Context: an optimization exercise on an open-source flow, tuned for a short achievable clock period and few clock cycles. The choices shown serve that exercise and are no tape-out recipe.
At most, simulation tests tie the RTL to the original design; equivalence was not proved.
Power is estimated from default activity; no workload was simulated.

==> build 33: inputs <==
## perf_top
module perf_top (
  input  logic                        clk,
  input  logic                        rst_n,
  input  logic                        reg_we,
  input  logic [4-1:0] reg_addr,
  input  logic [32-1:0]      reg_wdata,
  output logic [32-1:0]      reg_rdata,
  output logic [20-1:0]     m_aw_addr,
  output logic [4-1:0]       m_aw_id,
  output logic [7:0]                  m_aw_len,
  output logic [2:0]                  m_aw_size,
  output logic [1:0]                  m_aw_burst,
  output logic                        aw_valid,
  input  logic                        aw_ready,
  output logic [16-1:0]     m_w_data,
  output logic [(16 / 8)-1:0]     m_w_strb,
  output logic                        m_w_last,
  output logic                        w_valid,
  input  logic                        w_ready,
  input  logic [4-1:0]       m_b_id,
  input  logic [1:0]                  m_b_resp,
  input  logic                        b_valid,
  output logic                        b_ready
);
==> module perf_regs, before the edit <==
module perf_regs (
  input  logic                        clk,
  input  logic                        rst_n,
  input  logic                        reg_we,
  input  logic [4-1:0] reg_addr,
  input  logic [32-1:0]      reg_wdata,
  output logic [32-1:0]      reg_rdata,
  input  logic [1:0]                  busy,
  input  logic [32-1:0]     aw_count,
  input  logic [32-1:0]     w_count,
  input  logic [32-1:0]     b_count,
  input  logic [32-1:0]     busy_cycles,
  output logic [1:0]                  start,
  output logic                        clear,
  output logic                        running,
  output logic [2*20-1:0]   cfg_base,
  output logic [15:0]                 cfg_beats,
  output logic [2*20-1:0]   cfg_stride,
  output logic [31:0]                 cfg_num
);
  logic                    state;
  logic                    cfg_sel;
  assign cfg_sel = reg_addr[2];
  assign running = (state == perf_pkg::CTRL_RUNNING);
  always_ff @(posedge clk) begin
    if (!rst_n) begin
      state <= perf_pkg::CTRL_IDLE;
      start <= '0;
      clear <= 1'b0;
    end else begin
      start <= '0;
      clear <= 1'b0;
      if (state == perf_pkg::CTRL_IDLE) begin
        if (|start) begin
          state <= perf_pkg::CTRL_RUNNING;
        end else if (reg_we && reg_addr == perf_pkg::REG_START) begin
          start <= reg_wdata[1:0];
        end
        if (reg_we && reg_addr == perf_pkg::REG_CLEAR && reg_wdata[0]) begin
          clear <= 1'b1;
        end
      end else begin
        if (!(|busy)) begin
          state <= perf_pkg::CTRL_IDLE;
        end
      end
    end
  end
  always_ff @(posedge clk) begin
    if (!rst_n) begin
      cfg_base   <= '0;
      cfg_beats  <= '0;
      cfg_stride <= '0;
      cfg_num    <= '0;
    end else if (reg_we && reg_addr[3]) begin
      case (reg_addr[1:0])
        2'd0: cfg_base[cfg_sel*20 +: 20] <= reg_wdata[20-1:0];
        2'd1: cfg_beats[cfg_sel*8 +: 8] <= reg_wdata[7:0];
        2'd2: cfg_stride[cfg_sel*20 +: 20] <= reg_wdata[20-1:0];
        default: cfg_num[cfg_sel*16 +: 16] <= reg_wdata[15:0];
      endcase
    end
  end
  logic [16*32-1:0] src;
  always_comb begin
    src = '0;
    for (int b = 0; b < 32; b++) begin
      src[16*b + perf_pkg::REG_IDLE]        = (b == 0) ? !running : 1'b0;
      src[16*b + perf_pkg::REG_AW_COUNT]    = aw_count[b];
      src[16*b + perf_pkg::REG_W_COUNT]     = w_count[b];
      src[16*b + perf_pkg::REG_B_COUNT]     = b_count[b];
      src[16*b + perf_pkg::REG_BUSY_CYCLES] = busy_cycles[b];
      if (b < 20) begin
        src[16*b + perf_pkg::REG_G0_BASE]   = cfg_base[b];
        src[16*b + perf_pkg::REG_G1_BASE]   = cfg_base[20 + b];
        src[16*b + perf_pkg::REG_G0_STRIDE] = cfg_stride[b];
        src[16*b + perf_pkg::REG_G1_STRIDE] = cfg_stride[20 + b];
      end
      if (b < 8) begin
        src[16*b + perf_pkg::REG_G0_BEATS]  = cfg_beats[b];
        src[16*b + perf_pkg::REG_G1_BEATS]  = cfg_beats[8 + b];
      end
      if (b < 16) begin
        src[16*b + perf_pkg::REG_G0_NUM]    = cfg_num[b];
        src[16*b + perf_pkg::REG_G1_NUM]    = cfg_num[16 + b];
      end
    end
  end
  for (genvar b = 0; b < 32; b++) begin : gen_rd
    perf_rd_bit #(
      .MASK({(b < 16) ? 1'b1 : 1'b0, (b < 20) ? 1'b1 : 1'b0, (b < 8) ? 1'b1 : 1'b0,
             (b < 20) ? 1'b1 : 1'b0,
             (b < 16) ? 1'b1 : 1'b0, (b < 20) ? 1'b1 : 1'b0, (b < 8) ? 1'b1 : 1'b0,
             (b < 20) ? 1'b1 : 1'b0,
             1'b0, 4'b1111, 1'b0, (b == 0) ? 1'b1 : 1'b0, 1'b0}),
      .ONE(16'((b == 4) ? (1 << perf_pkg::REG_DATA_WIDTH) : 0))
    ) u_bit (
      .addr(reg_addr),
      .src(src[16*b +: 16]),
      .rdata(reg_rdata[b])
    );
  end
endmodule
==> module perf_rd_bit, before the edit <==
module perf_rd_bit #(
  parameter logic [15:0] MASK = '1,
  parameter logic [15:0] ONE  = '0
) (
  input  logic [4-1:0] addr,
  input  logic [15:0]                 src,
  output logic                        rdata
);
  logic [15:0] dec;
  always_comb begin
    for (int i = 0; i < 16; i++) begin
      dec[i] = (addr == 4'(i));
    end
  end
  assign rdata = |(dec & ((src & MASK) | ONE));
endmodule
Settings: LEC_CHECK=0, ABC_CLOCK_PERIOD_IN_PS=3000, CAP_MARGIN=20, CORE_MARGIN=2, CORE_UTILIZATION=50, SETUP_SLACK_MARGIN=4.0, SLEW_MARGIN=20, SYNTH_HIERARCHICAL=1, SYNTH_MINIMUM_KEEP_SIZE=0, IO_CONSTRAINTS=/design/flow/flow/io.tcl; clock period 5.5 ns.
standard.sh (not shown) runs the stock make flow with config.mk's settings and CLKGATE_MAP_FILE= SYNTH_SCRIPT=/design/flow/synth_recipe.tcl, a recipe that flattens the netlist after the stock synthesis.
==> flow/flow/run.sh <==
#!/bin/bash
# Standard ORFS layout, with the register-port pins (reg_addr, reg_rdata)
# kept together on the left edge of the die so that the combinational read
# path from reg_addr to reg_rdata stays short.
set -e
echo "export IO_CONSTRAINTS = $PWD/flow/io.tcl" >> config.mk
bash standard.sh > standard.log 2>&1
==> flow/flow/io.tcl <==
set_io_pin_constraint -region left:* -pin_names {reg_rdata[0] reg_rdata[1] reg_rdata[2] reg_rdata[3] reg_rdata[4] reg_rdata[5] reg_rdata[6] reg_rdata[7] reg_rdata[8] reg_rdata[9] reg_rdata[10] reg_rdata[11] reg_rdata[12] reg_rdata[13] reg_rdata[14] reg_rdata[15] reg_addr[0] reg_addr[1] reg_addr[2] reg_addr[3] reg_rdata[16] reg_rdata[17] reg_rdata[18] reg_rdata[19] reg_rdata[20] reg_rdata[21] reg_rdata[22] reg_rdata[23] reg_rdata[24] reg_rdata[25] reg_rdata[26] reg_rdata[27] reg_rdata[28] reg_rdata[29] reg_rdata[30] reg_rdata[31]}
set_io_pin_constraint -group -order -pin_names {reg_rdata[0] reg_rdata[1] reg_rdata[2] reg_rdata[3] reg_rdata[4] reg_rdata[5] reg_rdata[6] reg_rdata[7] reg_rdata[8] reg_rdata[9] reg_rdata[10] reg_rdata[11] reg_rdata[12] reg_rdata[13] reg_rdata[14] reg_rdata[15] reg_addr[0] reg_addr[1] reg_addr[2] reg_addr[3] reg_rdata[16] reg_rdata[17] reg_rdata[18] reg_rdata[19] reg_rdata[20] reg_rdata[21] reg_rdata[22] reg_rdata[23] reg_rdata[24] reg_rdata[25] reg_rdata[26] reg_rdata[27] reg_rdata[28] reg_rdata[29] reg_rdata[30] reg_rdata[31]}
==> build 70: changes against build 33 <==
--- a/flow/design.v
+++ b/flow/design.v
@@ -81,61 +81,27 @@
       endcase
     end
   end
-  logic [16*32-1:0] src;
-  always_comb begin
-    src = '0;
-    for (int b = 0; b < 32; b++) begin
-      src[16*b + perf_pkg::REG_IDLE]        = (b == 0) ? !running : 1'b0;
-      src[16*b + perf_pkg::REG_AW_COUNT]    = aw_count[b];
-      src[16*b + perf_pkg::REG_W_COUNT]     = w_count[b];
-      src[16*b + perf_pkg::REG_B_COUNT]     = b_count[b];
-      src[16*b + perf_pkg::REG_BUSY_CYCLES] = busy_cycles[b];
-      if (b < 20) begin
-        src[16*b + perf_pkg::REG_G0_BASE]   = cfg_base[b];
-        src[16*b + perf_pkg::REG_G1_BASE]   = cfg_base[20 + b];
-        src[16*b + perf_pkg::REG_G0_STRIDE] = cfg_stride[b];
-        src[16*b + perf_pkg::REG_G1_STRIDE] = cfg_stride[20 + b];
-      end
-      if (b < 8) begin
-        src[16*b + perf_pkg::REG_G0_BEATS]  = cfg_beats[b];
-        src[16*b + perf_pkg::REG_G1_BEATS]  = cfg_beats[8 + b];
-      end
-      if (b < 16) begin
-        src[16*b + perf_pkg::REG_G0_NUM]    = cfg_num[b];
-        src[16*b + perf_pkg::REG_G1_NUM]    = cfg_num[16 + b];
-      end
-    end
-  end
-  for (genvar b = 0; b < 32; b++) begin : gen_rd
-    perf_rd_bit #(
-      .MASK({(b < 16) ? 1'b1 : 1'b0, (b < 20) ? 1'b1 : 1'b0, (b < 8) ? 1'b1 : 1'b0,
-             (b < 20) ? 1'b1 : 1'b0,
-             (b < 16) ? 1'b1 : 1'b0, (b < 20) ? 1'b1 : 1'b0, (b < 8) ? 1'b1 : 1'b0,
-             (b < 20) ? 1'b1 : 1'b0,
-             1'b0, 4'b1111, 1'b0, (b == 0) ? 1'b1 : 1'b0, 1'b0}),
-      .ONE(16'((b == 4) ? (1 << perf_pkg::REG_DATA_WIDTH) : 0))
-    ) u_bit (
-      .addr(reg_addr),
-      .src(src[16*b +: 16]),
-      .rdata(reg_rdata[b])
-    );
-  end
-endmodule
-module perf_rd_bit #(
-  parameter logic [15:0] MASK = '1,
-  parameter logic [15:0] ONE  = '0
-) (
-  input  logic [4-1:0] addr,
-  input  logic [15:0]                 src,
-  output logic                        rdata
-);
   logic [15:0] dec;
   always_comb begin
     for (int i = 0; i < 16; i++) begin
-      dec[i] = (addr == 4'(i));
+      dec[i] = (reg_addr == 4'(i));
     end
   end
-  assign rdata = |(dec & ((src & MASK) | ONE));
+  assign reg_rdata =
+      ({32{dec[perf_pkg::REG_IDLE]}}        & 32'(!running))
+    | ({32{dec[perf_pkg::REG_AW_COUNT]}}    & aw_count)
+    | ({32{dec[perf_pkg::REG_W_COUNT]}}     & w_count)
+    | ({32{dec[perf_pkg::REG_B_COUNT]}}     & b_count)
+    | ({32{dec[perf_pkg::REG_BUSY_CYCLES]}} & busy_cycles)
+    | ({32{dec[perf_pkg::REG_DATA_WIDTH]}}  & 32'(16))
+    | ({32{dec[perf_pkg::REG_G0_BASE]}}     & 32'(cfg_base[0 +: 20]))
+    | ({32{dec[perf_pkg::REG_G1_BASE]}}     & 32'(cfg_base[20 +: 20]))
+    | ({32{dec[perf_pkg::REG_G0_BEATS]}}    & 32'(cfg_beats[0 +: 8]))
+    | ({32{dec[perf_pkg::REG_G1_BEATS]}}    & 32'(cfg_beats[8 +: 8]))
+    | ({32{dec[perf_pkg::REG_G0_STRIDE]}}   & 32'(cfg_stride[0 +: 20]))
+    | ({32{dec[perf_pkg::REG_G1_STRIDE]}}   & 32'(cfg_stride[20 +: 20]))
+    | ({32{dec[perf_pkg::REG_G0_NUM]}}      & 32'(cfg_num[0 +: 16]))
+    | ({32{dec[perf_pkg::REG_G1_NUM]}}      & 32'(cfg_num[16 +: 16]));
 endmodule
 module perf_wr_gen (
   input  logic                    clk,
==> flow/run.sh (new file) <==
#!/bin/bash
# synth_recipe.tcl (not shown) runs the flow's synth.tcl, then flattens the netlist and writes it again
# the make line also repeats each setting of config.mk as NAME=value (left out here)
make -C /OpenROAD-flow-scripts/flow DESIGN_CONFIG=/design/flow/config.mk WORK_HOME=/design/flow/orfs CLKGATE_MAP_FILE= SYNTH_SCRIPT=/design/flow/synth_recipe.tcl finish
CORE_UTILIZATION = 40   (was 50)
IO_CONSTRAINTS = default   (was /design/flow/flow/io.tcl)
SETUP_SLACK_MARGIN = 2.5   (was 4.0)
SYNTH_HIERARCHICAL = default   (was 1)
SYNTH_MINIMUM_KEEP_SIZE = default   (was 0)
removed: flow/flow/run.sh
removed: flow/flow/io.tcl
removed: flow/standard.sh
==> trial 21: changes against build 33 <==
--- a/flow/design.v
+++ b/flow/design.v
@@ -81,61 +81,27 @@
       endcase
     end
   end
-  logic [16*32-1:0] src;
-  always_comb begin
-    src = '0;
-    for (int b = 0; b < 32; b++) begin
-      src[16*b + perf_pkg::REG_IDLE]        = (b == 0) ? !running : 1'b0;
-      src[16*b + perf_pkg::REG_AW_COUNT]    = aw_count[b];
-      src[16*b + perf_pkg::REG_W_COUNT]     = w_count[b];
-      src[16*b + perf_pkg::REG_B_COUNT]     = b_count[b];
-      src[16*b + perf_pkg::REG_BUSY_CYCLES] = busy_cycles[b];
-      if (b < 20) begin
-        src[16*b + perf_pkg::REG_G0_BASE]   = cfg_base[b];
-        src[16*b + perf_pkg::REG_G1_BASE]   = cfg_base[20 + b];
-        src[16*b + perf_pkg::REG_G0_STRIDE] = cfg_stride[b];
-        src[16*b + perf_pkg::REG_G1_STRIDE] = cfg_stride[20 + b];
-      end
-      if (b < 8) begin
-        src[16*b + perf_pkg::REG_G0_BEATS]  = cfg_beats[b];
-        src[16*b + perf_pkg::REG_G1_BEATS]  = cfg_beats[8 + b];
-      end
-      if (b < 16) begin
-        src[16*b + perf_pkg::REG_G0_NUM]    = cfg_num[b];
-        src[16*b + perf_pkg::REG_G1_NUM]    = cfg_num[16 + b];
-      end
-    end
-  end
-  for (genvar b = 0; b < 32; b++) begin : gen_rd
-    perf_rd_bit #(
-      .MASK({(b < 16) ? 1'b1 : 1'b0, (b < 20) ? 1'b1 : 1'b0, (b < 8) ? 1'b1 : 1'b0,
-             (b < 20) ? 1'b1 : 1'b0,
-             (b < 16) ? 1'b1 : 1'b0, (b < 20) ? 1'b1 : 1'b0, (b < 8) ? 1'b1 : 1'b0,
-             (b < 20) ? 1'b1 : 1'b0,
-             1'b0, 4'b1111, 1'b0, (b == 0) ? 1'b1 : 1'b0, 1'b0}),
-      .ONE(16'((b == 4) ? (1 << perf_pkg::REG_DATA_WIDTH) : 0))
-    ) u_bit (
-      .addr(reg_addr),
-      .src(src[16*b +: 16]),
-      .rdata(reg_rdata[b])
-    );
-  end
-endmodule
-module perf_rd_bit #(
-  parameter logic [15:0] MASK = '1,
-  parameter logic [15:0] ONE  = '0
-) (
-  input  logic [4-1:0] addr,
-  input  logic [15:0]                 src,
-  output logic                        rdata
-);
   logic [15:0] dec;
   always_comb begin
     for (int i = 0; i < 16; i++) begin
-      dec[i] = (addr == 4'(i));
+      dec[i] = (reg_addr == 4'(i));
     end
   end
-  assign rdata = |(dec & ((src & MASK) | ONE));
+  assign reg_rdata =
+      ({32{dec[perf_pkg::REG_IDLE]}}        & 32'(!running))
+    | ({32{dec[perf_pkg::REG_AW_COUNT]}}    & aw_count)
+    | ({32{dec[perf_pkg::REG_W_COUNT]}}     & w_count)
+    | ({32{dec[perf_pkg::REG_B_COUNT]}}     & b_count)
+    | ({32{dec[perf_pkg::REG_BUSY_CYCLES]}} & busy_cycles)
+    | ({32{dec[perf_pkg::REG_DATA_WIDTH]}}  & 32'(16))
+    | ({32{dec[perf_pkg::REG_G0_BASE]}}     & 32'(cfg_base[0 +: 20]))
+    | ({32{dec[perf_pkg::REG_G1_BASE]}}     & 32'(cfg_base[20 +: 20]))
+    | ({32{dec[perf_pkg::REG_G0_BEATS]}}    & 32'(cfg_beats[0 +: 8]))
+    | ({32{dec[perf_pkg::REG_G1_BEATS]}}    & 32'(cfg_beats[8 +: 8]))
+    | ({32{dec[perf_pkg::REG_G0_STRIDE]}}   & 32'(cfg_stride[0 +: 20]))
+    | ({32{dec[perf_pkg::REG_G1_STRIDE]}}   & 32'(cfg_stride[20 +: 20]))
+    | ({32{dec[perf_pkg::REG_G0_NUM]}}      & 32'(cfg_num[0 +: 16]))
+    | ({32{dec[perf_pkg::REG_G1_NUM]}}      & 32'(cfg_num[16 +: 16]));
 endmodule
 module perf_wr_gen (
   input  logic                    clk,
==> flow/run.sh (new file) <==
#!/bin/bash
# synth_recipe.tcl (not shown) runs the flow's synth.tcl, then flattens the netlist and writes it again
# the make line also repeats each setting of config.mk as NAME=value (left out here)
make -C /OpenROAD-flow-scripts/flow DESIGN_CONFIG=/design/flow/config.mk WORK_HOME=/design/flow/orfs CLKGATE_MAP_FILE= SYNTH_SCRIPT=/design/flow/synth_recipe.tcl finish
IO_CONSTRAINTS = default   (was /design/flow/flow/io.tcl)
SYNTH_HIERARCHICAL = default   (was 1)
SYNTH_MINIMUM_KEEP_SIZE = default   (was 0)
removed: flow/flow/run.sh
removed: flow/flow/io.tcl
removed: flow/standard.sh
==> implementation parameters <==
Parameter                              Value

Outcome
  Run status ... timing/DRC/antenna clean

GRT
  Global routing usage on met3 ... 3.60%
  Pin count of the biggest net entering global routing ... 113
  Antenna violations before repair ... 1
  Met1 track demand over resource in global routing ... 33.3%

Worst setup path
  Worst EP arrival ... 2620 ps
  Register-to-register setup slack ... 2590 ps
  Kind of cell with the highest combined delay on the critical path ... buffers and inverters

Timing
  Worst slack on hold paths ... 499 ps
  Slew @ Worst Pin ... between 900 and 1000 ps

Floorplan
  Initial standard-cell utilization of the core ... 40.2%
  Chip width ... ~270 um
  Die ar. ... 0.0707 sq mm
  Core ar. ... around 0.07 sq mm
  Number of well taps ... 882

Drt
  Wire length on met2 ... slightly above 40000 um

Pwr
  Power drawn by the clock network ... 3.98 mW
  Internal power of the cells ... between 7 and 8 mW

Final layout
  Most common cell after layout, fill and taps aside ... sky130_fd_sc_hd__nand2_1
  Register fraction of the total cell area ... between 40% and 50%
  Inverter count ... around 60

Placement
  Global placement routability congestion ... 0.913
[end of results for build 70]
==> implementation parameters <==
Parameter                              Value

GRT
  Antenna violations before repair ... 1
  Pin count of the biggest net entering global routing ... roughly 130
  Global routing usage on met3 ... under 10%
  Met1 track demand over resource in global routing ... 45.5%

Placement
  Global placement routability congestion ... a little over 0.9

Floorplan
  Core ar. ... about 0.054 sq mm
  Die span in y ... 238 um
  Initial standard-cell utilization of the core ... between 50% and 60%

Pwr
  Internal power of the cells ... 7.55 mW
  Power drawn by the clock network ... 3.98 mW

Worst setup path
  Kind of cell with the highest combined delay on the critical path ... buffers and inverters
  Register-to-register setup slack ... approximately 2800 ps
  Worst EP arrival ... between 2000 and 3000 ps

Timing
  Slew @ Worst Pin ... between 600 and 700 ps
  Worst slack on hold paths ... 500 ps

Final layout
  Most common cell after layout, fill and taps aside ... sky130_fd_sc_hd__nand2_1
  Inverter count ... 64
  Register fraction of the total cell area ... around a third

Drt
  Wire length on met2 ... between 50000 and 60000 um

Outcome
  Run status ... timing/DRC/antenna clean
[end of results for trial 21]
==> implementation parameters <==
Parameter                              Value

GRT
  Antenna violations before repair ... 6
  Global routing usage on met3 ... 6.04%
  Pin count of the biggest net entering global routing ... 48

Floorplan
  Initial standard-cell utilization of the core ... 50.5%
  Chip width ... 254 um

Placement
  Global placement routability congestion ... 0.941

Timing
  Slew @ Worst Pin ... roughly 1100 ps

Outcome
  Run status ... timing/DRC/antenna clean

Final layout
  Inverter count ... 130

Pwr
  Internal power of the cells ... 7.97 mW
  Power drawn by the clock network ... ~4.4 mW
[end of results for build 33]
Testbench counts of build 70, summed over its fixed seeds: cycles 38,142.
Testbench counts of trial 21, summed over its fixed seeds: cycles 38,142.
For build 33, only the layout was checked, not whether the RTL still works.

-- static timing again, ports no longer ideal --
How much do the figures lean on ideal ports? The routed layouts below were timed once more, with nothing changed but the port constraints.
Step 1 (the two cells are an assumption about what drives the block):
set clk [get_ports {clk}]
set_driving_cell -lib_cell sky130_fd_sc_hd__clkbuf_16 $clk
set_driving_cell -lib_cell sky130_fd_sc_hd__buf_2 [delete_from_list [all_inputs] $clk]
Step 2, shift: input delay + t, output delay - t, t = (earliest + latest rising clock arrival at the registers) / 2. This alone moves slack from input paths to output paths.
Three values: ideal, step 1, step 2; two values: the first two.
run | t, ns | setup WS [ns] | worst setup path after step 2
build 33 | 0.726 | 1.984 / 1.364 / 1.364 | input to output
build 70 | 0.682 | 1.781 / 1.722 / 1.722 | input to output
trial 21 | 0.708 | 1.793 / 1.731 / 1.731 | input to output
After both steps every run listed still meets setup and hold. The setup slack of build 33, which loses most, moves by -0.620 ns with the drivers and by -0.620 ns with both steps.
